From an optimization exercise on the open Yosys and OpenROAD flow, aimed at small area, a short achievable clock period and few clock cycles per item; shortcuts taken in it are not production practice.
In this exercise RTL edits were held to simulation tests only and were not proved equivalent to the original.
No activity file was given, so power comes from the tool's default toggle rates.

## config.mk

```make
export PLATFORM = sky130hd
export DESIGN_NAME = two_class_priority_service_queue_core
export DESIGN_NICKNAME = two_class_priority_service_queue_core
export VERILOG_FILES = /design/flow/design.v
export SDC_FILE = /design/flow/constraint.sdc
export NUM_CORES = 4
export LEC_CHECK = 0
export CAP_MARGIN = 20
export CORE_MARGIN = 2
export CORE_UTILIZATION = 40
export SLEW_MARGIN = 20
```

## constraint.sdc

```tcl
create_clock -name core_clock -period 7.0 [get_ports {clock}]
set_input_delay 1.4000 -clock core_clock [delete_from_list [all_inputs] [get_ports {clock}]]
set_output_delay 1.4000 -clock core_clock [all_outputs]
set_load 0.01 [all_outputs]
```

## design.v

```verilog
package tpsq_pkg;
   localparam int unsigned QUEUE_DEPTH_DEFAULT = 16;
   localparam int unsigned     LIMIT_W     = 5;
   localparam logic [LIMIT_W-1:0] LIMIT_RESET = 5'd16;
   localparam logic [1:0] KIND_LAND_REQ    = 2'd0;
   localparam logic [1:0] KIND_TAKEOFF_REQ = 2'd1;
   localparam logic [1:0] KIND_TICK        = 2'd2;
   localparam logic [2:0] STATUS_ACCEPTED = 3'd0;
   localparam logic [2:0] STATUS_REFUSED  = 3'd1;
   localparam logic [2:0] STATUS_LANDED   = 3'd2;
   localparam logic [2:0] STATUS_TOOK_OFF = 3'd3;
   localparam logic [2:0] STATUS_IDLE     = 3'd4;
   typedef struct packed {
      logic [1:0]  kind;
      logic [31:0] time_stamp;
   } req_type;
   typedef struct packed {
      logic [2:0]  status;
      logic [31:0] served_arrival;
      logic [31:0] wait_res;
      logic [31:0] land_requests;
      logic [31:0] takeoff_requests;
      logic [31:0] land_refused;
      logic [31:0] takeoff_refused;
      logic [31:0] landings;
      logic [31:0] takeoffs;
      logic [47:0] land_wait_total;
      logic [47:0] takeoff_wait_total;
      logic [31:0] idle_ticks;
   } rsp_type;
   typedef struct packed {
      logic load;    
      logic exec;    
   } cmd_type;
endpackage
import tpsq_pkg::*;
module tpsq_ctrl (
   input  logic              clock,
   input  logic              reset,
   input  logic              start,
   output logic              busy,
   output tpsq_pkg::cmd_type cmd
);
   typedef enum logic {
      ST_IDLE,
      ST_EXEC
   } state_type;
   state_type state_ff;
   logic      busy_ff;
   always_ff @(posedge clock) begin
      if (reset) begin
         state_ff <= ST_IDLE;
         busy_ff  <= 1'b0;
      end else begin
         case (state_ff)
            ST_IDLE: begin
               if (start) begin
                  state_ff <= ST_EXEC;
                  busy_ff  <= 1'b1;
               end
            end
            ST_EXEC: begin
               state_ff <= ST_IDLE;
               busy_ff  <= 1'b0;
            end
            default: begin
               state_ff <= ST_IDLE;
               busy_ff  <= 1'b0;
            end
         endcase
      end
   end
   assign busy     = busy_ff;
   assign cmd.load = start & ~busy_ff;
   assign cmd.exec = (state_ff == ST_EXEC);
endmodule
import tpsq_pkg::*;
module tpsq_datapath #(
   parameter int unsigned QUEUE_DEPTH = tpsq_pkg::QUEUE_DEPTH_DEFAULT
) (
   input  logic                           clock,
   input  logic                           reset,
   input  tpsq_pkg::cmd_type              cmd,
   input  tpsq_pkg::req_type              req_data,
   input  logic                           csr_write_en,
   input  logic [tpsq_pkg::LIMIT_W-1:0]   csr_write_data,
   output logic                           rsp_valid,
   output tpsq_pkg::rsp_type              rsp_data
);
   localparam int unsigned PTR_W = (QUEUE_DEPTH > 1) ? $clog2(QUEUE_DEPTH) : 1;
   localparam int unsigned CNT_W = $clog2(QUEUE_DEPTH + 1);
   localparam int unsigned CMP_W = (CNT_W > LIMIT_W) ? CNT_W : LIMIT_W;
   localparam int unsigned SUM_W = CNT_W + 1;
   localparam logic [CMP_W-1:0] DEPTH_CMP = CMP_W'(QUEUE_DEPTH);
   localparam logic [SUM_W-1:0] DEPTH_SUM = SUM_W'(QUEUE_DEPTH);
   localparam logic [PTR_W-1:0] LAST_PTR  = PTR_W'(QUEUE_DEPTH - 1);
   function automatic logic [PTR_W-1:0] tail_addr(input logic [PTR_W-1:0] head,
                                                 input logic [CNT_W-1:0] count);
      logic [SUM_W-1:0] sum;
      sum = SUM_W'(head) + SUM_W'(count);
      if (sum >= DEPTH_SUM) begin
         sum = sum - DEPTH_SUM;
      end
      tail_addr = sum[PTR_W-1:0];
   endfunction
   function automatic logic [PTR_W-1:0] next_ptr(input logic [PTR_W-1:0] ptr);
      next_ptr = (ptr == LAST_PTR) ? '0 : ptr + 1'b1;
   endfunction
   logic [31:0] land_mem [QUEUE_DEPTH];
   logic [31:0] take_mem [QUEUE_DEPTH];
   tpsq_pkg::req_type            item_ff;
   logic [LIMIT_W-1:0] limit_ff;
   logic [31:0]        land_rd_ff, take_rd_ff;
   logic [PTR_W-1:0] land_head_ff, land_head_in, take_head_ff, take_head_in;
   logic [CNT_W-1:0] land_count_ff, land_count_in, take_count_ff, take_count_in;
   logic [31:0] land_req_ff, land_req_in, take_req_ff, take_req_in;
   logic [31:0] land_ref_ff, land_ref_in, take_ref_ff, take_ref_in;
   logic [31:0] landings_ff, landings_in, takeoffs_ff, takeoffs_in;
   logic [31:0] idle_ff, idle_in;
   logic [47:0] land_total_ff, land_total_in, take_total_ff, take_total_in;
   logic    rsp_valid_ff, rsp_valid_in;
   tpsq_pkg::rsp_type rsp_data_ff, rsp_data_in;
   logic [CMP_W-1:0] limit_ext, eff_limit;
   logic             land_full, take_full, land_push, take_push;
   logic [2:0]       status;
   logic [31:0]      arrival, wait_val;
   assign limit_ext = CMP_W'(limit_ff);
   assign eff_limit = (limit_ext > DEPTH_CMP) ? DEPTH_CMP : limit_ext;
   assign land_full = CMP_W'(land_count_ff) >= eff_limit;
   assign take_full = CMP_W'(take_count_ff) >= eff_limit;
   always_comb begin
      land_head_in  = land_head_ff;
      land_count_in = land_count_ff;
      take_head_in  = take_head_ff;
      take_count_in = take_count_ff;
      land_req_in   = land_req_ff;
      take_req_in   = take_req_ff;
      land_ref_in   = land_ref_ff;
      take_ref_in   = take_ref_ff;
      landings_in   = landings_ff;
      takeoffs_in   = takeoffs_ff;
      idle_in       = idle_ff;
      land_total_in = land_total_ff;
      take_total_in = take_total_ff;
      land_push     = 1'b0;
      take_push     = 1'b0;
      status        = STATUS_ACCEPTED;
      arrival       = '0;
      wait_val      = '0;
      rsp_valid_in  = 1'b0;
      if (cmd.exec) begin
         case (item_ff.kind)
            KIND_LAND_REQ: begin
               rsp_valid_in = 1'b1;
               land_req_in  = land_req_ff + 32'd1;
               if (land_full) begin
                  land_ref_in = land_ref_ff + 32'd1;
                  status      = STATUS_REFUSED;
               end else begin
                  land_push     = 1'b1;
                  land_count_in = land_count_ff + 1'b1;
               end
            end
            KIND_TAKEOFF_REQ: begin
               rsp_valid_in = 1'b1;
               take_req_in  = take_req_ff + 32'd1;
               if (take_full) begin
                  take_ref_in = take_ref_ff + 32'd1;
                  status      = STATUS_REFUSED;
               end else begin
                  take_push     = 1'b1;
                  take_count_in = take_count_ff + 1'b1;
               end
            end
            KIND_TICK: begin
               rsp_valid_in = 1'b1;
               if (land_count_ff != '0) begin
                  arrival       = land_rd_ff;
                  wait_val      = item_ff.time_stamp - land_rd_ff;
                  land_total_in = land_total_ff + 48'(wait_val);
                  land_head_in  = next_ptr(land_head_ff);
                  land_count_in = land_count_ff - 1'b1;
                  landings_in   = landings_ff + 32'd1;
                  status        = STATUS_LANDED;
               end else if (take_count_ff != '0) begin
                  arrival       = take_rd_ff;
                  wait_val      = item_ff.time_stamp - take_rd_ff;
                  take_total_in = take_total_ff + 48'(wait_val);
                  take_head_in  = next_ptr(take_head_ff);
                  take_count_in = take_count_ff - 1'b1;
                  takeoffs_in   = takeoffs_ff + 32'd1;
                  status        = STATUS_TOOK_OFF;
               end else begin
                  idle_in = idle_ff + 32'd1;
                  status  = STATUS_IDLE;
               end
            end
            default: begin
            end
         endcase
      end
   end
   always_comb begin
      rsp_data_in.status             = status;
      rsp_data_in.served_arrival     = arrival;
      rsp_data_in.wait_res           = wait_val;
      rsp_data_in.land_requests      = land_req_in;
      rsp_data_in.takeoff_requests   = take_req_in;
      rsp_data_in.land_refused       = land_ref_in;
      rsp_data_in.takeoff_refused    = take_ref_in;
      rsp_data_in.landings           = landings_in;
      rsp_data_in.takeoffs           = takeoffs_in;
      rsp_data_in.land_wait_total    = land_total_in;
      rsp_data_in.takeoff_wait_total = take_total_in;
      rsp_data_in.idle_ticks         = idle_in;
   end
   always_ff @(posedge clock) begin
      if (land_push) begin
         land_mem[tail_addr(land_head_ff, land_count_ff)] <= item_ff.time_stamp;
      end
      if (cmd.load) begin
         land_rd_ff <= land_mem[land_head_ff];
      end
   end
   always_ff @(posedge clock) begin
      if (take_push) begin
         take_mem[tail_addr(take_head_ff, take_count_ff)] <= item_ff.time_stamp;
      end
      if (cmd.load) begin
         take_rd_ff <= take_mem[take_head_ff];
      end
   end
   always_ff @(posedge clock) begin
      if (cmd.load) begin
         item_ff <= req_data;
      end
      if (rsp_valid_in) begin
         rsp_data_ff <= rsp_data_in;
      end
   end
   always_ff @(posedge clock) begin
      if (reset) begin
         limit_ff      <= LIMIT_RESET;
         land_head_ff  <= '0;
         land_count_ff <= '0;
         take_head_ff  <= '0;
         take_count_ff <= '0;
         land_req_ff   <= '0;
         take_req_ff   <= '0;
         land_ref_ff   <= '0;
         take_ref_ff   <= '0;
         landings_ff   <= '0;
         takeoffs_ff   <= '0;
         idle_ff       <= '0;
         land_total_ff <= '0;
         take_total_ff <= '0;
         rsp_valid_ff  <= 1'b0;
      end else begin
         if (csr_write_en) begin
            limit_ff <= csr_write_data;
         end
         land_head_ff  <= land_head_in;
         land_count_ff <= land_count_in;
         take_head_ff  <= take_head_in;
         take_count_ff <= take_count_in;
         land_req_ff   <= land_req_in;
         take_req_ff   <= take_req_in;
         land_ref_ff   <= land_ref_in;
         take_ref_ff   <= take_ref_in;
         landings_ff   <= landings_in;
         takeoffs_ff   <= takeoffs_in;
         idle_ff       <= idle_in;
         land_total_ff <= land_total_in;
         take_total_ff <= take_total_in;
         rsp_valid_ff  <= rsp_valid_in;
      end
   end
   assign rsp_valid = rsp_valid_ff;
   assign rsp_data  = rsp_data_ff;
endmodule
import tpsq_pkg::*;
module two_class_priority_service_queue_core #(
   parameter int unsigned QUEUE_DEPTH = tpsq_pkg::QUEUE_DEPTH_DEFAULT
) (
   input  logic                           clock,
   input  logic                           reset,
   input  logic                           start,
   output logic                           busy,
   input  tpsq_pkg::req_type              req_data,
   output logic                           rsp_valid,
   output tpsq_pkg::rsp_type              rsp_data,
   input  logic                           csr_write_en,
   input  logic [tpsq_pkg::LIMIT_W-1:0]   csr_write_data
);
   tpsq_pkg::cmd_type cmd;
   tpsq_ctrl u_ctrl (
      .clock (clock),
      .reset (reset),
      .start (start),
      .busy  (busy),
      .cmd   (cmd)
   );
   tpsq_datapath #(
      .QUEUE_DEPTH (QUEUE_DEPTH)
   ) u_datapath (
      .clock          (clock),
      .reset          (reset),
      .cmd            (cmd),
      .req_data       (req_data),
      .csr_write_en   (csr_write_en),
      .csr_write_data (csr_write_data),
      .rsp_valid      (rsp_valid),
      .rsp_data       (rsp_data)
   );
endmodule
```

## run.sh

```bash
#!/bin/bash
# synth_recipe.tcl (not shown) runs the flow's synth.tcl, then flattens the netlist and writes it again
# the make line also repeats each setting of config.mk as NAME=value (left out here)
make -C /OpenROAD-flow-scripts/flow DESIGN_CONFIG=/design/flow/config.mk WORK_HOME=/design/flow/orfs CLKGATE_MAP_FILE= SYNTH_SCRIPT=/design/flow/synth_recipe.tcl finish
```

==> metrics.md <==
| Metric | Value |
|---|---|
| Status | `no timing/DRC/antenna violations` |
| Seq cells post-synth | `1855` |
| Crit path time final | `6.22 ns` |
| Post-synth top area cell | `edfxtp_1` |
| GPL Wtd Cong | `0.919` |
| Vias post-DR | `44000` |
| # Post-CTS Setup Buffers | `0` |
| Nets@finish | `5543` |
| Die X | `441 µm` |
| Setup crit start kind | `flip-flop` |
| Ys flop type | `edfxtp_1` |
| Reg2Reg Depth | `22` |
| Pwr Total | `23.8 mW` |
| Hold path depth | `2` |
| CTS Hold Buffers Added | `0` |
| CTS resizes | `0` |
| HP Class | `flip-flop to flip-flop` |
| CTS tree | `yes` |
| # port buffers | `431` |
| Hold path start | `u_datapath.take_total_ff[5]$_SDFF_PP0_` |
| RSZ-0062 raised after global routing | `no` |
| Total Wirelength | `214 mm` |
| Peak VDD IR | `0.270 mV` |
| Largest net degree at the start of global routing | `167` |
| Vias in the first global route | `43100` |
| Clock latency on the worst-skew pair | `0.87 ns` |
| Most area-consuming cells after synthesis | `edfxtp_1, mux4_2, dfxtp_1` |
| PwrDens | `263 mW/mm²` |
| Crit path top cell by count | `a21oi_1` |
| Global route overflow | `0` |
| Post-synth EDFFs | `1509` |
| Initial DRC Count | `4304` |
| Core Region | `0.190 mm²` |
| Critical path type | `flip-flop to flip-flop` |
| Slowest-stage cell, CP | `edfxtp_1` |
| Period utilization | `88.9%` |
| Final cell count without fillers | `8007` |
| Synth async-reset ratio | `0%` |
| Chip Height | `441 µm` |
| CP Max Fanout | `33` |
| Antenna Violating Nets Remaining | `0` |
| Dpl ws | `0.909 ns` |
| Setup_tns | `0 ns` |
| Synth Net Count | `5004` |
| Max_slew headroom | `23.9%` |
| Fillers | `16200` |
| Fin. Hold Viols | `0` |
| Layout cell share with drive strength beyond 1 | `14.8%` |
| Worst EP arrival | `6.97 ns` |
| Syn_area_per_cell | `15.9 µm²` |
| Synth warn | `2` |
| Slew Limit Fails | `0` |
| Total Die Area | `0.194 mm²` |
| Netlist cell types | `92` |
| Clk pin slew, worst setup/hold paths | `0.06 ns` |
| Hold path endpoint | `u_datapath.take_total_ff[5]$_SDFF_PP0_` |
| Max Fclk | `161 MHz` |
| Via density | `5.49` |
| Root buf cell | `clkbuf_16` |
| FF-to-FF Start | `u_datapath.item_ff[0]$_DFFE_PP_` |
| Final instance area | `0.0907 mm²` |
| Global-route wire length before repair | `303 mm` |
| Post-Synthesis Cells | `4792` |
| Tightest Pin Transition | `1.14 ns` |
| H-tree depth | `4` |
| Final WS setup | `0.776 ns` |
| Reg2reg setup slack | `0.78 ns` |
| Cell Area, Synth | `0.0763 mm²` |
| Worst path cell trace | `inv_1, ha_1, inv_1, fa_1, a211oi_2, nor4b_1, a211oi_2, a2111oi_1, or3_1, a21o_1, a21oi_1, xnor2_1, ha_1, a21oi_1, o21ai_0, a21o_1, a21oi_1, or2_2, and4_1, nor2_1, a41oi_2, mux2_1` |
| Crit end category | `flip-flop` |
| Share of the synthesized area in the top cell type | `59.4%` |
| WL/cell | `26.7 µm` |
| Total CTS buffers | `190` |
| CP required | `7.74 ns` |
| Largest stage delay, worst path | `0.80 ns` |
| Worst clock skew | `0.0722 ns` |
| Leakage | `31.2 nW` |
| Initial antenna violation count | `4` |
| Maxcap violations | `0` |
| Initial Utilization | `40.2%` |
| Row count | `160` |
| DP HPWL | `142 mm` |
| CTS sink cnt | `1855` |
| First drt pass iteration count | `5` |
| Reg2reg end | `u_datapath.land_total_ff[43]$_SDFF_PP0_` |
| Inst Count DP | `7645` |
| Clock tree buffer depth | `3` |
| Syn-to-layout area delta | `18.9%` |
| Sequential share of the synthesized area | `68.5%` |
| Top Ports | `432` |
| Final setup fails | `0` |
| All-Layer GR Usage | `21.7%` |
| Dpl cell area | `0.0842 mm²` |
| Drt drc | `0` |
[where the power goes]
| part | switching (mW) | internal (mW) | total (mW) |
|---|---|---|---|
| registers | 0.0857 | 12.0 | 12.1 |
| logic | 0.880 | 0.457 | 1.34 |
| clock network | 4.44 | 5.93 | 10.4 |
| total | 5.41 | 18.4 | 23.8 |
[state kept, by name, indices dropped and copies added (netlist names)]
| name | flops |
|---|---|
| u_datapath.idle_ff | 32 |
| u_datapath.take_mem | 512 |
| u_datapath.take_rd_ff | 32 |
| u_datapath.takeoffs_ff | 32 |
| u_datapath.take_head_ff | 4 |
| u_ctrl.busy_ff | 1 |
| u_datapath.rsp_valid_ff | 1 |
| u_datapath.item_ff | 34 |
| u_datapath.take_req_ff | 32 |
| u_datapath.land_mem | 512 |
| u_datapath.land_req_ff | 32 |
| u_datapath.take_ref_ff | 32 |
| u_datapath.land_rd_ff | 32 |
| u_datapath.rsp_data_ff | 387 |
| u_datapath.land_ref_ff | 32 |
| u_datapath.take_total_ff | 48 |
| u_ctrl.state_ff | 1 |
| u_datapath.land_head_ff | 4 |
| u_datapath.limit_ff | 5 |
| u_datapath.take_count_ff | 5 |
| u_datapath.land_count_ff | 5 |
| u_datapath.landings_ff | 32 |
| u_datapath.land_total_ff | 48 |
[logic make-up (layout without fill, tap and decap cells)]
group	count (synthesis)	count (layout)	share of synthesized area (%)
buf+inv	303	1002	1.51
xor+xnor	373	373	4.28
flops	1855	1855	68.5
other cells	0	5	0
simple gates	1199	1199	8.21
fa+ha+maj	169	169	2.85
mux	348	348	9.85
compound gates	545	545	4.82
[Yosys cell counts (7+ instances only)]
master / instances
o31a_1: 7
nor3_1: 46
mux2_2: 14
xnor2_1: 231
nand2b_1: 12
a21o_1: 62
o21a_1: 14
xor2_1: 142
nor4_1: 9
fa_1: 8
a22o_1: 32
dfxtp_1: 346
ha_1: 161
or3_1: 17
a21oi_1: 172
clkbuf_1: 130
nand3_1: 93
nand2_1: 304
and2_1: 299
inv_1: 126
or2_2: 7
o21bai_1: 20
nor2_1: 195
mux2i_1: 7
a31oi_1: 17
nand4_1: 67
and3_1: 66
o211ai_1: 13
o22ai_1: 33
a211oi_1: 16
o21ai_0: 69
edfxtp_1: 1509
buf_1: 39
and4_1: 24
mux4_2: 320
o31ai_1: 18
nor2b_1: 25
buf_2: 7
[cell usage in the layout (no fill, tap or decap), types with 22 or more instances in the layout]
cell             netlist  layout
clkdlybuf4s50_1        0     430
edfxtp_1            1509    1509
nor2b_1               25      24
a22o_1                32      32
dfxtp_1              346     338
inv_1                126     125
nor2_4                 1      29
a21oi_1              172     172
clkinv_2               0      33
ha_1                 161     161
nand4_1               67      67
and2_1               299     299
clkbuf_16              0     191
mux4_2               320     320
xor2_1               142     142
o21ai_0               69      69
and3_1                66      66
clkbuf_1             130      43
clkinv_1               0      22
nor3_1                46      41
a21o_1                62      62
xnor2_1              231     231
nand2_1              304     302
and4_1                24      24
buf_4                  1      80
nor2_1               195     167
o22ai_1               33      33
nand3_1               93      93
[metal layers]
layer	up-vias	wire length, µm	track usage (%)
met4	0	9060	9.03
met2	1615	103000	35.6
met1	22600	87200	28.4
met5	-	0	0
li1	19400	-	-
met3	361	14100	3.85
[how the worst max path moves through the flow]
stage	slack [ns]	start	endpoint	cells past startpoint
3_3_place_gp	1.05	u_datapath.item_ff[0]$_DFFE_PP_	u_datapath.land_total_ff[43]$_SDFF_PP0_	22
4_1_cts	0.88	u_datapath.item_ff[0]$_DFFE_PP_	u_datapath.take_total_ff[43]$_SDFF_PP0_	18
2_1_floorplan	-0.67	u_datapath.item_ff[32]$_DFFE_PP_	u_datapath.rsp_data_ff[0]$_DFFE_PP_	2
6_report	0.78	u_datapath.item_ff[0]$_DFFE_PP_	u_datapath.land_total_ff[43]$_SDFF_PP0_	22
3_5_place_dp	0.91	u_datapath.item_ff[0]$_DFFE_PP_	u_datapath.land_total_ff[43]$_SDFF_PP0_	22
5_1_grt	0.34	u_datapath.item_ff[0]$_DFFE_PP_	u_datapath.take_total_ff[43]$_SDFF_PP0_	18
[metrics by stage]
stage               hold slack, ns  utilization [%]
finish                       0.482             47.8
global route                 0.517             47.8
CTS                          0.486             47.7
detailed placement           0.475             44.4
global placement             0.470             44.3
floorplan                    0.452                -
[worst max-delay path, delay by kind of cell, from the launching register on]
family          cells  cell delay (ns)
buf+inv             2             0.28
simple gates        5             1.40
flops               1             0.80
xor+xnor            1             0.14
compound gates     10             2.10
mux                 1             0.34
fa+ha+maj           3             1.06
[final cells by class]
type | count | area (µm²) | area share, %
clock inverters | 107 | 1320 | 1.46
diodes | 5 | 12.5 | 0.0138
repair buffers | 524 | 5190 | 5.72
inverters | 126 | 478 | 0.527
well taps | 2511 | 3140 | 3.46
clock buffers | 245 | 5090 | 5.62
flip-flops and latches | 1855 | 52300 | 57.6
multi-input cells | 2634 | 23200 | 25.6
Testbench counts, summed over its fixed seeds: cycles 32,008, items 16,000.

## separate check: timing with driven ports
In the flow no input, the clock included, has a driving cell. The finished layout below was timed again as built, in two steps. Step 1 (the two cells are an assumption about what drives the block):
set clk [get_ports {clock}]
set_driving_cell -lib_cell sky130_fd_sc_hd__clkbuf_16 $clk
set_driving_cell -lib_cell sky130_fd_sc_hd__buf_2 [delete_from_list [all_inputs] $clk]
Step 2 adds t to the input delays and takes it off the output delays; t is the mean of the earliest and latest rising clock arrival at the registers after step 1. Input paths then give back, and output paths get back, about the clock's delay inside the block. a / b / c = ideal / step 1 / step 2; a / b = the first two.
t, ns: 0.921
setup WS [ns]: 0.776 / 0.776 / 0.776
worst setup path after step 2: register to register
worst slew at a driven data input, ns: 0.10
After both steps setup and hold are still met in this run. The setup slack of this run moves by 0.000 ns with the drivers and by 0.000 ns with both steps.
